Context: an optimization exercise on an open-source flow, tuned for a short achievable clock period and few clock cycles. The choices shown serve that exercise and are no tape-out recipe.
Function was checked by simulation only, so behaviour that the tests miss may differ from the original.
No activity file was given, so power comes from the tool's default toggle rates.

==> run R <==
==> flow/design.v <==
package orl_pkg;
  localparam logic [2:0] CMD_APPEND = 3'd0;
  localparam logic [2:0] CMD_DELETE = 3'd1;
  localparam logic [2:0] CMD_CLEAR  = 3'd2;
  localparam logic [2:0] CMD_COUNT  = 3'd3;
  localparam logic [2:0] CMD_KTH    = 3'd4;
  localparam logic [2:0] CMD_MIDDLE = 3'd5;
  localparam logic [2:0] CMD_VIEW   = 3'd6;
  localparam logic [2:0] ST_OK        = 3'd0;
  localparam logic [2:0] ST_NOT_FOUND = 3'd1;
  localparam logic [2:0] ST_FULL      = 3'd2;
  localparam logic [2:0] ST_EMPTY     = 3'd3;
  localparam logic [2:0] ST_BAD_POS   = 3'd4;
  function automatic logic [3:0] enc16(input logic [15:0] oh);
    logic [3:0] e;
    e = '0;
    for (int k = 0; k < 16; k++) e = e | ({4{oh[k]}} & 4'(k));
    enc16 = e;
  endfunction
  function automatic logic [15:0] kth_sel(input logic [16:0] fo, input logic [16:0] fge,
                                          input logic [16:0] c);
    logic [15:0] ks;
    ks = '0;
    for (int k = 1; k < 17; k++) ks[0] = ks[0] | (c[k] & fge[k]);
    for (int j = 1; j < 16; j++) begin
      for (int k = j + 1; k < 17; k++) ks[j] = ks[j] | (c[k] & fo[k - j]);
    end
    kth_sel = ks;
  endfunction
  typedef struct packed {
    logic [31:0] key;
    logic [15:0] hgt;
    logic [15:0] sel;         
    logic [15:0] shift;       
    logic [15:0] wr;          
    logic [2:0]  cmd;         
    logic        fz;          
    logic        last;
    logic        app;         
    logic        del;         
    logic        clr;         
    logic        vm;          
  } ex_t;
endpackage
module ordered_record_list #(
  parameter int DEPTH = 16
) (
  input  logic        clk,
  input  logic        rst,
  input  logic        start,
  input  logic [55:0] item,
  output logic        busy,
  output logic        result_valid,
  output logic [60:0] result
);
  logic [2:0]  in_cmd;
  logic [31:0] in_key;
  logic [15:0] in_hgt;
  logic        s0v;
  logic [55:0] s0_item;
  logic [16:0] s0_fo;        
  logic [16:0] s0_fge;       
  logic [31:0] s0_key_b;
  logic [31:0] s0_nkey;
  assign in_cmd  = s0_item[55:53];
  assign in_key  = s0_item[52:21];
  assign in_hgt  = s0_item[20:5];
  logic [31:0] key [16];
  logic [15:0] hgt [16];
  logic [15:0] vld;          
  logic [16:0] coh;          
  logic [4:0]  cb;           
  logic          pv;
  logic [31:0]   p_key;
  logic [15:0]   p_hgt;
  logic [2:0]    p_cmd;
  logic          p_fz;       
  logic          p_del;
  logic          p_eqb;      
  logic          p_app;
  logic          p_clr;
  logic          p_kth;
  logic          p_mid;
  logic          p_view;
  logic [15:0]   p_m;        
  logic [15:0]   p_ks0;      
  logic [15:0]   p_ks1;      
  logic [15:0]   p_ks2;      
  logic        st;           
  logic [15:0] vptr;
  logic [3:0]  rem;          
  orl_pkg::ex_t x;
  logic         x_valid;
  logic [15:0]  xc_nshift;
  logic [15:0]  xc_nwr;
  logic         xc_nclr;
  logic         xc_napp;
  logic         xc_ndel;
  logic [15:0]  x_en;        
  logic [15:0]  xs_nsel;
  logic [15:0]  xs_rsel;
  logic [31:0] rd_key;
  logic [15:0] rd_hgt;
  logic [4:0]  cb_n;
  logic [2:0]  status;
  logic        empty;
  always_comb begin
    rd_key = '0;
    rd_hgt = '0;
    for (int i = 0; i < 16; i++) begin
      rd_key[15:0]  = rd_key[15:0] | ({16{x.sel[i]}} & key[i][15:0]);
      rd_key[31:16] = rd_key[31:16] | ({16{~xs_nsel[i]}} & key[i][31:16]);
      rd_hgt = rd_hgt | ({16{xs_rsel[i]}} & hgt[i]);
    end
    if (x.clr) cb_n = 5'd0;
    else if (x.del) cb_n = cb - 5'd1;
    else if (x.app) cb_n = cb + 5'd1;
    else cb_n = cb;
    empty  = coh[0];
    status = orl_pkg::ST_OK;
    unique case (x.cmd)
      orl_pkg::CMD_APPEND: if (coh[16]) status = orl_pkg::ST_FULL;
      orl_pkg::CMD_DELETE: begin
        if (empty) status = orl_pkg::ST_EMPTY;
        else if (!x.del) status = orl_pkg::ST_NOT_FOUND;
      end
      orl_pkg::CMD_KTH: begin
        if (empty) status = orl_pkg::ST_EMPTY;
        else if (x.fz) status = orl_pkg::ST_BAD_POS;
      end
      orl_pkg::CMD_CLEAR, orl_pkg::CMD_MIDDLE, orl_pkg::CMD_VIEW: begin
        if (empty) status = orl_pkg::ST_EMPTY;
      end
      default: begin
      end
    endcase
  end
  always_ff @(posedge clk) begin
    for (int i = 0; i < 16; i++) begin
      if (x_en[i]) begin
        if (x.shift[i]) begin
          key[i] <= (i < 15) ? key[(i + 1) % 16] : key[i];
          hgt[i] <= (i < 15) ? hgt[(i + 1) % 16] : hgt[i];
        end else begin
          key[i] <= x.key;
          hgt[i] <= x.hgt;
        end
      end
    end
  end
  always_ff @(posedge clk) begin
    if (rst) begin
      result_valid <= 1'b0;
    end else begin
      result_valid <= x_valid;
    end
  end
  always_ff @(posedge clk) begin
    result[60:29] <= rd_key | (x.app ? x.key : 32'd0);
    result[28:13] <= rd_hgt | (x.app ? x.hgt : 16'd0);
    result[12:9]  <= orl_pkg::enc16(x.sel | x.wr);
    result[8:4]   <= cb_n;
    result[3:1]   <= status;
    result[0]     <= x.last;
  end
  logic          acc;        
  logic          ld;         
  logic [16:0]   ohq;        
  logic [15:0]   mr;
  logic          eq_x;
  logic          eq_p;
  logic [15:0]   m0;
  logic          nbusy;      
  logic [15:0]   ks_m2;
  logic [15:0]   ks_m1;
  logic [15:0]   ks_00;
  logic [15:0]   ks_p1;
  logic [15:0]   ks_p2;
  logic [15:0]   ks_n0;
  logic [15:0]   ks_n1;
  logic [15:0]   ks_n2;
  assign acc = start & nbusy;
  always_comb begin
    if (!xc_nclr) ohq = 17'd1;
    else if (!xc_ndel) ohq = {1'b0, coh[16:1]};
    else if (!xc_napp) ohq = {coh[15:0], 1'b0};
    else ohq = coh;
    for (int i = 0; i < 8; i++) mr[i] = vld[i] & (key[i] == in_key);
    for (int i = 8; i < 16; i++) mr[i] = vld[i] & (key[i] == s0_key_b);
    eq_x = (x.key == ~s0_nkey);
    eq_p = (p_key == ~s0_nkey);
    ks_m2 = orl_pkg::kth_sel(s0_fo, s0_fge, {2'b0, coh[16:2]});
    ks_m1 = orl_pkg::kth_sel(s0_fo, s0_fge, {1'b0, coh[16:1]});
    ks_00 = orl_pkg::kth_sel(s0_fo, s0_fge, coh);
    ks_p1 = orl_pkg::kth_sel(s0_fo, s0_fge, {coh[15:0], 1'b0});
    ks_p2 = orl_pkg::kth_sel(s0_fo, s0_fge, {coh[14:0], 2'b0});
    if (!xc_nclr) begin
      ks_n0 = '0;
      ks_n1 = '0;
      ks_n2 = {15'd0, ~s0_fo[0]};
    end else if (!xc_ndel) begin
      ks_n0 = ks_m2;
      ks_n1 = ks_m1;
      ks_n2 = ks_00;
    end else if (!xc_napp) begin
      ks_n0 = ks_00;
      ks_n1 = ks_p1;
      ks_n2 = ks_p2;
    end else begin
      ks_n0 = ks_m1;
      ks_n1 = ks_00;
      ks_n2 = ks_p1;
    end
    for (int i = 0; i < 16; i++) begin
      if (!xc_nclr) m0[i] = 1'b0;
      else if (!xc_nshift[i]) m0[i] = (i < 15) ? mr[(i + 1) % 16] : 1'b0;
      else m0[i] = mr[i] | (!xc_nwr[i] & eq_x);
    end
  end
  logic [15:0]   m2;
  logic [15:0]   pf2;        
  logic [15:0]   f2;         
  logic [15:0]   ks;
  logic [15:0]   ms;
  orl_pkg::ex_t  mv;
  always_comb begin
    for (int i = 0; i < 16; i++) begin
      if (!p_del || !xc_nclr) m2[i] = 1'b0;
      else if (!xc_nshift[i]) m2[i] = (i < 15) ? p_m[(i + 1) % 16] : 1'b0;
      else m2[i] = p_m[i] | (!xc_nwr[i] & p_eqb);
    end
    pf2[0] = m2[0];
    for (int i = 1; i < 16; i++) pf2[i] = pf2[i-1] | m2[i];
    f2[0] = m2[0];
    for (int i = 1; i < 16; i++) f2[i] = m2[i] & ~pf2[i-1];
    if (!xc_nclr) ks = '0;
    else if (!xc_ndel) ks = p_ks0;
    else if (!xc_napp) ks = p_ks2;
    else ks = p_ks1;
    ms[0] = ohq[1];
    for (int j = 1; j < 8; j++) ms[j] = ohq[2*j] | ohq[2*j+1];
    ms[8] = ohq[16];
    for (int j = 9; j < 16; j++) ms[j] = 1'b0;
    mv.key   = p_key;
    mv.hgt   = p_hgt;
    mv.sel   = f2 | (p_kth ? ks : 16'd0) | (p_mid ? ms : 16'd0) |
               {15'd0, p_view & ~ohq[0]};
    mv.shift = pf2;
    mv.wr    = p_app ? ohq[15:0] : 16'd0;
    mv.cmd   = p_cmd;
    mv.fz    = p_fz;
    mv.vm    = p_view & ~ohq[0] & ~ohq[1];
    mv.last  = ~mv.vm;
    mv.app   = p_app & ~ohq[16];
    mv.del   = pf2[15];
    mv.clr   = p_clr & ~ohq[0];
  end
  logic         pv_n;
  logic         s0v_n;
  logic         hold_n;      
  logic         st_n;
  logic [15:0]  vptr_n;
  logic [3:0]   rem_n;
  orl_pkg::ex_t x_n;
  always_comb begin
    if (st) begin
      st_n   = (rem != 4'd1);
      vptr_n = {vptr[14:0], 1'b0};
      rem_n  = rem - 4'd1;
    end else begin
      st_n   = x.vm;
      vptr_n = 16'd2;
      rem_n  = 4'(cb - 5'd1);
    end
    x_n = '0;
    if (st_n) begin
      x_n.sel  = vptr_n;
      x_n.cmd  = orl_pkg::CMD_COUNT;
      x_n.last = (rem_n == 4'd1);
    end else if (pv) begin
      x_n = mv;
    end
    ld     = s0v & ~(pv & st_n);
    pv_n   = ld | (pv & st_n);
    s0v_n  = acc | (s0v & ~ld);
    hold_n = st_n ? (rem_n != 4'd1) : x_n.vm;
  end
  always_ff @(posedge clk) begin
    if (rst) begin
      pv        <= 1'b0;
      s0v       <= 1'b0;
      s0_key_b  <= '0;
      st        <= 1'b0;
      busy      <= 1'b0;
      nbusy     <= 1'b1;
      x_valid   <= 1'b0;
      x.shift   <= '0;
      x.wr      <= '0;
      x.app     <= 1'b0;
      x.del     <= 1'b0;
      x.clr     <= 1'b0;
      x.vm      <= 1'b0;
      xc_nshift <= '1;
      xc_nwr    <= '1;
      xc_nclr   <= 1'b1;
      xc_napp   <= 1'b1;
      xc_ndel   <= 1'b1;
      x_en      <= '0;
      xs_rsel   <= '0;
      vld       <= '0;
      coh       <= 17'd1;
      cb        <= 5'd0;
    end else begin
      pv        <= pv_n;
      s0v       <= s0v_n;
      if (acc) s0_key_b <= item[52:21];
      st        <= st_n;
      busy      <= s0v_n & pv_n & hold_n;
      nbusy     <= ~(s0v_n & pv_n & hold_n);
      x_valid   <= st_n | pv;
      x.shift   <= x_n.shift;
      x.wr      <= x_n.wr;
      x.app     <= x_n.app;
      x.del     <= x_n.del;
      x.clr     <= x_n.clr;
      x.vm      <= x_n.vm;
      xc_nshift <= ~x_n.shift;
      xc_nwr    <= ~x_n.wr;
      xc_nclr   <= ~x_n.clr;
      xc_napp   <= ~x_n.app;
      xc_ndel   <= ~x_n.del;
      x_en      <= x_n.shift | x_n.wr;
      xs_rsel   <= x_n.sel;
      cb        <= cb_n;
      if (x.clr) begin
        vld <= '0;
        coh <= 17'd1;
      end else if (x.del) begin
        vld <= {1'b0, vld[15:1]};
        coh <= {1'b0, coh[16:1]};
      end else if (x.app) begin
        vld <= vld | x.wr;
        coh <= {coh[15:0], 1'b0};
      end
    end
  end
  always_ff @(posedge clk) begin
    if (acc) begin
      s0_item <= item;
      s0_nkey <= ~item[52:21];
      for (int k = 0; k < 17; k++) begin
        s0_fo[k]  <= (item[4:0] == 5'(k));
        s0_fge[k] <= (item[4:0] >= 5'(k));
      end
    end
    if (ld) begin
      p_key  <= ~s0_nkey;
      p_hgt  <= in_hgt;
      p_cmd  <= in_cmd;
      p_fz   <= s0_fo[0];
      p_del  <= (in_cmd == orl_pkg::CMD_DELETE);
      p_eqb  <= eq_p;
      p_app  <= (in_cmd == orl_pkg::CMD_APPEND);
      p_clr  <= (in_cmd == orl_pkg::CMD_CLEAR);
      p_kth  <= (in_cmd == orl_pkg::CMD_KTH);
      p_mid  <= (in_cmd == orl_pkg::CMD_MIDDLE);
      p_view <= (in_cmd == orl_pkg::CMD_VIEW);
      p_m    <= m0;
      p_ks0  <= ks_n0;
      p_ks1  <= ks_n1;
      p_ks2  <= ks_n2;
    end
    x.key  <= x_n.key;
    x.hgt  <= x_n.hgt;
    x.sel  <= x_n.sel;
    xs_nsel <= ~x_n.sel;
    x.cmd  <= x_n.cmd;
    x.fz   <= x_n.fz;
    x.last <= x_n.last;
    vptr   <= vptr_n;
    rem    <= rem_n;
  end
endmodule
==> flow/flow/run.sh <==
#!/bin/bash
# The standard layout (standard.sh: the standard flow's synthesis and ORFS flow), with the
# port buffers that ORFS inserts at placement made plain buffers
# (sky130_fd_sc_hd__buf_4) instead of the delay buffers it picks by itself.
# Each tool's full output is in its own ORFS log under orfs/logs/; the make
# output is in make_finish.log here.
set -euo pipefail
export BUFFER_PORTS_ARGS="-buffer_cell sky130_fd_sc_hd__buf_4"
bash standard.sh finish > make_finish.log 2>&1
==> flow/standard.sh <==
#!/bin/bash
# synth_recipe.tcl (not shown) runs the flow's synth.tcl, then flattens the netlist and writes it again
# the make line also repeats each setting of config.mk as NAME=value (left out here)
make -C /OpenROAD-flow-scripts/flow DESIGN_CONFIG=/design/flow/config.mk WORK_HOME=/design/flow/orfs CLKGATE_MAP_FILE= SYNTH_SCRIPT=/design/flow/synth_recipe.tcl "${@:-finish}"
==> flow/config.mk <==
export PLATFORM = sky130hd
export DESIGN_NAME = ordered_record_list
export DESIGN_NICKNAME = ordered_record_list
export VERILOG_FILES = /design/flow/design.v
export SDC_FILE = /design/flow/constraint.sdc
export NUM_CORES = 4
export LEC_CHECK = 0
export ABC_CLOCK_PERIOD_IN_PS = 1200
export CAP_MARGIN = 20
export CORE_MARGIN = 2
export CORE_UTILIZATION = 50
export CTS_CLUSTER_DIAMETER = 80
export CTS_CLUSTER_SIZE = 22
export SETUP_SLACK_MARGIN = 2.9
export SLEW_MARGIN = 20
==> flow/constraint.sdc <==
create_clock -name core_clock -period 5.0 [get_ports {clk}]
set_input_delay 1.0000 -clock core_clock [delete_from_list [all_inputs] [get_ports {clk}]]
set_output_delay 1.0000 -clock core_clock [all_outputs]
set_load 0.01 [all_outputs]
==> inputs of run G, as changes to run R <==
--- a/flow/design.v
+++ b/flow/design.v
@@ -18,11 +18,14 @@
     enc16 = e;
   endfunction
-  function automatic logic [15:0] kth_sel(input logic [16:0] fo, input logic [16:0] fge,
-                                          input logic [16:0] c);
+  function automatic logic [15:0] kth_sel(input logic [4:0] from, input logic [16:0] c);
     logic [15:0] ks;
     ks = '0;
-    for (int k = 1; k < 17; k++) ks[0] = ks[0] | (c[k] & fge[k]);
+    for (int k = 1; k < 17; k++) begin
+      if (from >= 5'(k)) ks[0] = ks[0] | c[k];
+    end
     for (int j = 1; j < 16; j++) begin
-      for (int k = j + 1; k < 17; k++) ks[j] = ks[j] | (c[k] & fo[k - j]);
+      for (int k = j + 1; k < 17; k++) begin
+        if (from == 5'(k - j)) ks[j] = ks[j] | c[k];
+      end
     end
     kth_sel = ks;
@@ -57,13 +60,11 @@
   logic [31:0] in_key;
   logic [15:0] in_hgt;
+  logic [4:0]  in_from;
   logic        s0v;
   logic [55:0] s0_item;
-  logic [16:0] s0_fo;        
-  logic [16:0] s0_fge;       
-  logic [31:0] s0_key_b;
-  logic [31:0] s0_nkey;
   assign in_cmd  = s0_item[55:53];
   assign in_key  = s0_item[52:21];
   assign in_hgt  = s0_item[20:5];
+  assign in_from = s0_item[4:0];
   logic [31:0] key [16];
   logic [15:0] hgt [16];
@@ -98,6 +99,4 @@
   logic         xc_ndel;
   logic [15:0]  x_en;        
-  logic [15:0]  xs_nsel;
-  logic [15:0]  xs_rsel;
   logic [31:0] rd_key;
   logic [15:0] rd_hgt;
@@ -109,7 +108,6 @@
     rd_hgt = '0;
     for (int i = 0; i < 16; i++) begin
-      rd_key[15:0]  = rd_key[15:0] | ({16{x.sel[i]}} & key[i][15:0]);
-      rd_key[31:16] = rd_key[31:16] | ({16{~xs_nsel[i]}} & key[i][31:16]);
-      rd_hgt = rd_hgt | ({16{xs_rsel[i]}} & hgt[i]);
+      rd_key = rd_key | ({32{x.sel[i]}} & key[i]);
+      rd_hgt = rd_hgt | ({16{x.sel[i]}} & hgt[i]);
     end
     if (x.clr) cb_n = 5'd0;
@@ -172,12 +170,4 @@
   logic [15:0]   m0;
   logic          nbusy;      
-  logic [15:0]   ks_m2;
-  logic [15:0]   ks_m1;
-  logic [15:0]   ks_00;
-  logic [15:0]   ks_p1;
-  logic [15:0]   ks_p2;
-  logic [15:0]   ks_n0;
-  logic [15:0]   ks_n1;
-  logic [15:0]   ks_n2;
   assign acc = start & nbusy;
   always_comb begin
@@ -186,30 +176,7 @@
     else if (!xc_napp) ohq = {coh[15:0], 1'b0};
     else ohq = coh;
-    for (int i = 0; i < 8; i++) mr[i] = vld[i] & (key[i] == in_key);
-    for (int i = 8; i < 16; i++) mr[i] = vld[i] & (key[i] == s0_key_b);
-    eq_x = (x.key == ~s0_nkey);
-    eq_p = (p_key == ~s0_nkey);
-    ks_m2 = orl_pkg::kth_sel(s0_fo, s0_fge, {2'b0, coh[16:2]});
-    ks_m1 = orl_pkg::kth_sel(s0_fo, s0_fge, {1'b0, coh[16:1]});
-    ks_00 = orl_pkg::kth_sel(s0_fo, s0_fge, coh);
-    ks_p1 = orl_pkg::kth_sel(s0_fo, s0_fge, {coh[15:0], 1'b0});
-    ks_p2 = orl_pkg::kth_sel(s0_fo, s0_fge, {coh[14:0], 2'b0});
-    if (!xc_nclr) begin
-      ks_n0 = '0;
-      ks_n1 = '0;
-      ks_n2 = {15'd0, ~s0_fo[0]};
-    end else if (!xc_ndel) begin
-      ks_n0 = ks_m2;
-      ks_n1 = ks_m1;
-      ks_n2 = ks_00;
-    end else if (!xc_napp) begin
-      ks_n0 = ks_00;
-      ks_n1 = ks_p1;
-      ks_n2 = ks_p2;
-    end else begin
-      ks_n0 = ks_m1;
-      ks_n1 = ks_00;
-      ks_n2 = ks_p1;
-    end
+    for (int i = 0; i < 16; i++) mr[i] = vld[i] & (key[i] == in_key);
+    eq_x = (x.key == in_key);
+    eq_p = (p_key == in_key);
     for (int i = 0; i < 16; i++) begin
       if (!xc_nclr) m0[i] = 1'b0;
@@ -290,5 +257,4 @@
       pv        <= 1'b0;
       s0v       <= 1'b0;
-      s0_key_b  <= '0;
       st        <= 1'b0;
       busy      <= 1'b0;
@@ -307,5 +273,4 @@
       xc_ndel   <= 1'b1;
       x_en      <= '0;
-      xs_rsel   <= '0;
       vld       <= '0;
       coh       <= 17'd1;
@@ -314,5 +279,4 @@
       pv        <= pv_n;
       s0v       <= s0v_n;
-      if (acc) s0_key_b <= item[52:21];
       st        <= st_n;
       busy      <= s0v_n & pv_n & hold_n;
@@ -331,5 +295,4 @@
       xc_ndel   <= ~x_n.del;
       x_en      <= x_n.shift | x_n.wr;
-      xs_rsel   <= x_n.sel;
       cb        <= cb_n;
       if (x.clr) begin
@@ -348,15 +311,10 @@
     if (acc) begin
       s0_item <= item;
-      s0_nkey <= ~item[52:21];
-      for (int k = 0; k < 17; k++) begin
-        s0_fo[k]  <= (item[4:0] == 5'(k));
-        s0_fge[k] <= (item[4:0] >= 5'(k));
-      end
     end
     if (ld) begin
-      p_key  <= ~s0_nkey;
+      p_key  <= in_key;
       p_hgt  <= in_hgt;
       p_cmd  <= in_cmd;
-      p_fz   <= s0_fo[0];
+      p_fz   <= (in_from == 5'd0);
       p_del  <= (in_cmd == orl_pkg::CMD_DELETE);
       p_eqb  <= eq_p;
@@ -367,12 +325,11 @@
       p_view <= (in_cmd == orl_pkg::CMD_VIEW);
       p_m    <= m0;
-      p_ks0  <= ks_n0;
-      p_ks1  <= ks_n1;
-      p_ks2  <= ks_n2;
+      p_ks0  <= orl_pkg::kth_sel(in_from, {1'b0, ohq[16:1]});
+      p_ks1  <= orl_pkg::kth_sel(in_from, ohq);
+      p_ks2  <= orl_pkg::kth_sel(in_from, {ohq[15:0], 1'b0});
     end
     x.key  <= x_n.key;
     x.hgt  <= x_n.hgt;
     x.sel  <= x_n.sel;
-    xs_nsel <= ~x_n.sel;
     x.cmd  <= x_n.cmd;
     x.fz   <= x_n.fz;
CORE_UTILIZATION = 40   (was 50)
==> summary.md <==
| Metric | Value |
|---|---|
| Vias in the first global route | `43300` |
| Static leakage | `26.1 nW` |
| Status | `timing/DRC/antenna clean` |
| Filler instances | `12700` |
| Cells after synthesis | `4636` |
| Max Fclk | `386 MHz` |
| Gpl congestion | `1.16` |
| Clock buffers | `106` |
| Post-synth top area share | `47.5%` |
# the run above: run G

==> summary.md <==
| Metric | Value |
|---|---|
| Status | `timing/DRC/antenna clean` |
| Cells after synthesis | `5115` |
| Vias in the first global route | `44800` |
| Filler instances | `10500` |
| Max Fclk | `403 MHz` |
| Clock buffers | `121` |
# the run above: run R

Testbench counts of run R, summed over its fixed seeds: cycles 7,310.
Testbench counts of run G, summed over its fixed seeds: cycles 7,310.

## separate check: timing with driven ports
The flow's constraints put no driver on any port. The routed layouts listed below were extracted and timed again, unchanged, in two steps.
Step 1 sets driving cells, clkbuf_16 on the clock port and buf_2 on the other inputs (assumed; they add their load-dependent delay and slew).
Step 2 adds t to the input delays and takes it off the output delays; t is the mean of the earliest and latest rising clock arrival at the registers after step 1. Input paths then give back, and output paths get back, about the clock's delay inside the block.
Three values: no drivers, after step 1, after step 2; two values: the first two.
run | shift t [ns] | setup WS [ns] | worst hold slack (ns) | worst register clock-pin slew, ns
run R | 0.824 | 2.516 / 2.516 / 2.235 | 0.343 / 0.343 / 0.343 | 0.11 / 0.11
run G | 0.811 | 2.411 / 2.411 / 2.121 | 0.349 / 0.349 / 0.349 | 0.11 / 0.11
After both steps every run listed still meets setup and hold. For run G, which loses most, drivers alone change the setup slack by 0.000 ns; drivers and shift together by -0.290 ns.
